From an optimization exercise on the open Yosys and OpenROAD flow, aimed at small area and a short achievable clock period; shortcuts taken in it are not production practice.
Where RTL was checked, it was by simulation tests only, not by an equivalence proof against the original.
Power is estimated from default activity; no workload was simulated.

Design worley_field_pipe, start of the top module:
module worley_field_pipe #(
  parameter int NUM_PTS    = 4,
  parameter int COORD_W    = 10,
  parameter int H_ACTIVE   = 640,
  parameter int V_ACTIVE   = 480,
  parameter int DIST_SHIFT = 8,
  parameter int OUT_W      = 8
) (
  input  logic               clk,
  input  logic               rst_n,
  input  logic               frame_start,
  input  logic               pix_valid,
  input  logic [COORD_W-1:0] x,
  input  logic [COORD_W-1:0] y,
  output logic               noise_valid,
  output logic [OUT_W-1:0]   noise,
  output logic [2:0]         cell_id,
  output logic               busy
);
For scale: ~2800 cells after synthesis, about 490 flip-flops, roughly 30000 um2 of cells after synthesis.
clock: 8.0 ns
lec_check: 0
cap_margin: 20
core_margin: 2
core_utilization: 40
slew_margin: 20
synth_hierarchical: 1
synth_minimum_keep_size: 0
run.sh (not shown) runs the stock make flow with config.mk's settings and CLKGATE_MAP_FILE= SYNTH_SCRIPT=/design/flow/synth_recipe.tcl, a recipe that flattens the netlist after the stock synthesis.
Then changed:
SETUP_SLACK_MARGIN = 4.8   (was default)
After rerunning: Critical path depth rose by 2; flip-flop and latch count is unchanged; first-iteration DRC count increases by about 8%; setup slack gains 0.48 ns; utilization went up by 0.23 points.
No run of this note included a check of the RTL's function; only the layout flow was run.

========
worley_field_pipe, a different RTL version from the one above (not shown whole).
Size in the first run: about 37 I/O pins, roughly 0.028 mm² of cells after synthesis.
make LEC_CHECK=0 CAP_MARGIN=20 CORE_MARGIN=2 CORE_UTILIZATION=45 CTS_CLUSTER_DIAMETER=100 CTS_CLUSTER_SIZE=30 SETUP_SLACK_MARGIN=5.0 SLEW_MARGIN=20 SYNTH_HIERARCHICAL=1 SYNTH_MINIMUM_KEEP_SIZE=0 finish   # period 8.0 ns
Next try:
CORE_UTILIZATION = 65   (was 45)
CTS_CLUSTER_DIAMETER = unset   (was 100)
CTS_CLUSTER_SIZE = unset   (was 30)
=>
- wire length decreases by 2.3%
- final area barely changes
- synthesized cell count stays the same
- power increases by 7.1%
- first-iteration DRC count rises by 22%
Next try:
CORE_UTILIZATION = 50   (was 65)
CTS_CLUSTER_DIAMETER = 100   (was unset)
CTS_CLUSTER_SIZE = 30   (was unset)
PLACE_DENSITY = 0.75   (was unset)
=> The new run completed without violations; count of clock-buffer cells in the layout is lower by 34; setup slack degrades by 33 ps; hold slack is better by 7.1 ps; routed wire length went down by 4.9%; core utilization decreases by 19 points; power fell by about 10%.
Next try:
PLACE_DENSITY = unset   (was 0.75)
TNS_END_PERCENT = 10   (was unset)
Setup slack got worse by 44 ps.
Worst hold slack improved by 3.5 ps.
Sequential power hardly moves.

========
== job 101 ==
worley_field_pipe, a different RTL version from the one above (not shown whole).
Size in the first run: ~430 flip-flops, roughly 37 I/O pins, about 29000 um2 of cells after synthesis.
==> flow/config.mk <==
export PLATFORM = sky130hd
export DESIGN_NAME = worley_field_pipe
export DESIGN_NICKNAME = worley_field_pipe
export VERILOG_FILES = /design/flow/design.v
export SDC_FILE = /design/flow/constraint.sdc
export NUM_CORES = 4
export LEC_CHECK = 0
export CAP_MARGIN = 20
export CORE_MARGIN = 2
export CORE_UTILIZATION = 50
export SLEW_MARGIN = 20
export SYNTH_HIERARCHICAL = 1
export SYNTH_MINIMUM_KEEP_SIZE = 0
==> flow/constraint.sdc <==
create_clock -name core_clock -period 8.0 [get_ports {clk}]
set_input_delay 1.6000 -clock core_clock [delete_from_list [all_inputs] [get_ports {clk}]]
set_output_delay 1.6000 -clock core_clock [all_outputs]
set_load 0.01 [all_outputs]
standard.sh (not shown) runs the stock make flow with config.mk's settings and CLKGATE_MAP_FILE= SYNTH_SCRIPT=/design/flow/synth_recipe.tcl, a recipe that flattens the netlist after the stock synthesis.
==> flow/flow/run.sh <==
#!/bin/bash
set -euo pipefail
export SETUP_SLACK_MARGIN=5.6
bash standard.sh synth > synth.log 2>&1
bash standard.sh > layout.log 2>&1
Job 101: flow completed, timing, DRC and antenna clean
Modified inputs, job 102 compared to job 101
-- flow/flow/run.sh --
<<< job 101, line 3
export SETUP_SLACK_MARGIN=5.6
>>> job 102, line 3
export SETUP_SLACK_MARGIN=5.3
==> notes.md <==
Top achievable clock speed on job 102 is ahead of job 101.
Non-clock buffer total of the final layout, job 102 vs job 101: down slightly
Taking job 101 as the reference point, the data required time at the worst endpoint of job 102 rises by 0.03 ns.
Job 102 — leakage power of the design 0.84% lower, job 101 as reference
Compared with job 101, job 102 shows a lower wire length of the first global-routing pass.
Hold slack, job 101 and job 102, higher one = job 102.
Job 102 gives more post-route total power than job 101 did.
No functional check of the RTL was part of any run of this note.

========
Another version of the RTL of worley_field_pipe (not shown whole).
For scale: roughly 2800 cells after synthesis, about 37 I/O pins, about 29000 µm² of cells after synthesis.
clock: 8.0 ns
lec_check: 0
cap_margin: 20
core_margin: 2
core_utilization: 50
setup_slack_margin: 5.0
slew_margin: 20
synth_hierarchical: 1
synth_minimum_keep_size: 0
run.sh (not shown) runs the stock make flow with config.mk's settings and CLKGATE_MAP_FILE= SYNTH_SCRIPT=/design/flow/synth_recipe.tcl, a recipe that flattens the netlist after the stock synthesis.
Stock flow here: none of the scripts above is used.
The starting point ran to the end with no violations.
==> next run, changes <==
- CORE_UTILIZATION: 50 -> 40
Routed wire length grows by 3.2%.
Utilization shrinks by 11 points.
Power grows by 3.0%.
Synthesized area stays the same.
Clock power shrinks by about 2%.
Sequential cell count stays the same.
Global-route usage shrinks by 4.2 points.
Combinational power grows by 6.6%.
Non-clock buffer count shrinks by 14.

========
maple:
RTL: one of the versions met above, not the one the previous note started from.
Size in the first run: about 400 flip-flops, ~37 I/O pins, ~0.028 mm² of cells after synthesis.
## worley_field_pipe
module worley_field_pipe #(
  parameter int NUM_PTS    = 4,
  parameter int COORD_W    = 10,
  parameter int H_ACTIVE   = 640,
  parameter int V_ACTIVE   = 480,
  parameter int DIST_SHIFT = 8,
  parameter int OUT_W      = 8
) (
  input  logic               clk,
  input  logic               rst_n,
  input  logic               frame_start,
  input  logic               pix_valid,
  input  logic [COORD_W-1:0] x,
  input  logic [COORD_W-1:0] y,
  output logic               noise_valid,
  output logic [OUT_W-1:0]   noise,
  output logic [2:0]         cell_id,
  output logic               busy
);
clock: 8.0 ns
lec_check: 0
cap_margin: 20
core_margin: 2
core_utilization: 50
cts_cluster_diameter: 100
cts_cluster_size: 30
setup_slack_margin: 5.0
slew_margin: 20
synth_hierarchical: 1
synth_minimum_keep_size: 0
Changes in cedar relative to maple:
-- flow/config.mk --
<<< maple, line 10
export CORE_UTILIZATION = 50
export CTS_CLUSTER_DIAMETER = 100
export CTS_CLUSTER_SIZE = 30
export SETUP_SLACK_MARGIN = 5.0
>>> cedar, line 10
export CORE_UTILIZATION = 50
export SETUP_SLACK_MARGIN = 5.0
## What came out
Diff maple -> cedar: count of clock-buffer cells in the layout went up, worst stage delay on the critical path went down 0.02 ns, instance area at placement stayed essentially flat, number of global-route vias before repair went up by 93. Of the two values seen for last element of the critical path, ra1[6]$_DFF_P_ was produced by cedar and ra2[6]$_DFF_P_ by maple. Taking maple as the reference point, the register cell area after layout of cedar falls by 0.39%. | post-layout instance count excluding filler cells | maple vs cedar | ≈ equal |. Between maple and cedar, the difference in via count is negligible.

static timing again, ports no longer ideal:
In the flow no input, the clock included, has a driving cell. The finished layouts below were timed again as built, in two steps.
Step 1: set_driving_cell puts a clkbuf_16 on clk and a buf_2 on each other input, an assumption about the parent block.
Step 2 times the ports against the registers' clock, not the clock port: input delays grow and output delays shrink by t, the midpoint of the rising clock arrivals with the driver on.
Three values: no drivers, after step 1, after step 2; two values: the first two.
run	t (ns)	setup slack, ns	worst hold slack (ns)	worst slew at a driven data input, ns	pins driven straight from the clock port
the first run of note 1	0.667	4.396 / 4.333 / 4.366	0.430 / 0.430 / 0.430	0.04	1
the second run of note 1	0.666	4.876 / 4.857 / 4.351	0.430 / 0.430 / 0.430	0.04	1
the first run of note 2	0.623	4.978 / 4.978 / 4.833	0.446 / 0.446 / 0.446	0.04	1
the second run of note 2	0.620	5.020 / 5.020 / 4.832	0.440 / 0.440 / 0.440	0.04	1
the third run of note 2	0.608	4.987 / 4.987 / 4.848	0.447 / 0.447 / 0.447	0.04	1
the fourth run of note 2	0.621	4.943 / 4.881 / 4.831	0.450 / 0.450 / 0.450	0.04	1
job 101	0.645	4.882 / 4.882 / 4.882	0.318 / 0.318 / 0.318	0.04	1
job 102	0.662	4.991 / 4.991 / 4.991	0.322 / 0.322 / 0.322	0.04	1
the first run of note 4	0.645	5.042 / 5.042 / 4.516	0.322 / 0.322 / 0.322	0.03	1
the second run of note 4	0.655	4.995 / 4.995 / 4.481	0.323 / 0.323 / 0.323	0.04	1
maple	0.623	5.015 / 5.015 / 4.860	0.450 / 0.450 / 0.450	0.04	1
cedar	0.623	5.030 / 5.030 / 4.857	0.439 / 0.439 / 0.439	0.04	1
After both steps every run listed still meets setup and hold. The setup slack of the first run of note 4, which loses most, moves by 0.000 ns with the drivers and by -0.526 ns with both steps.
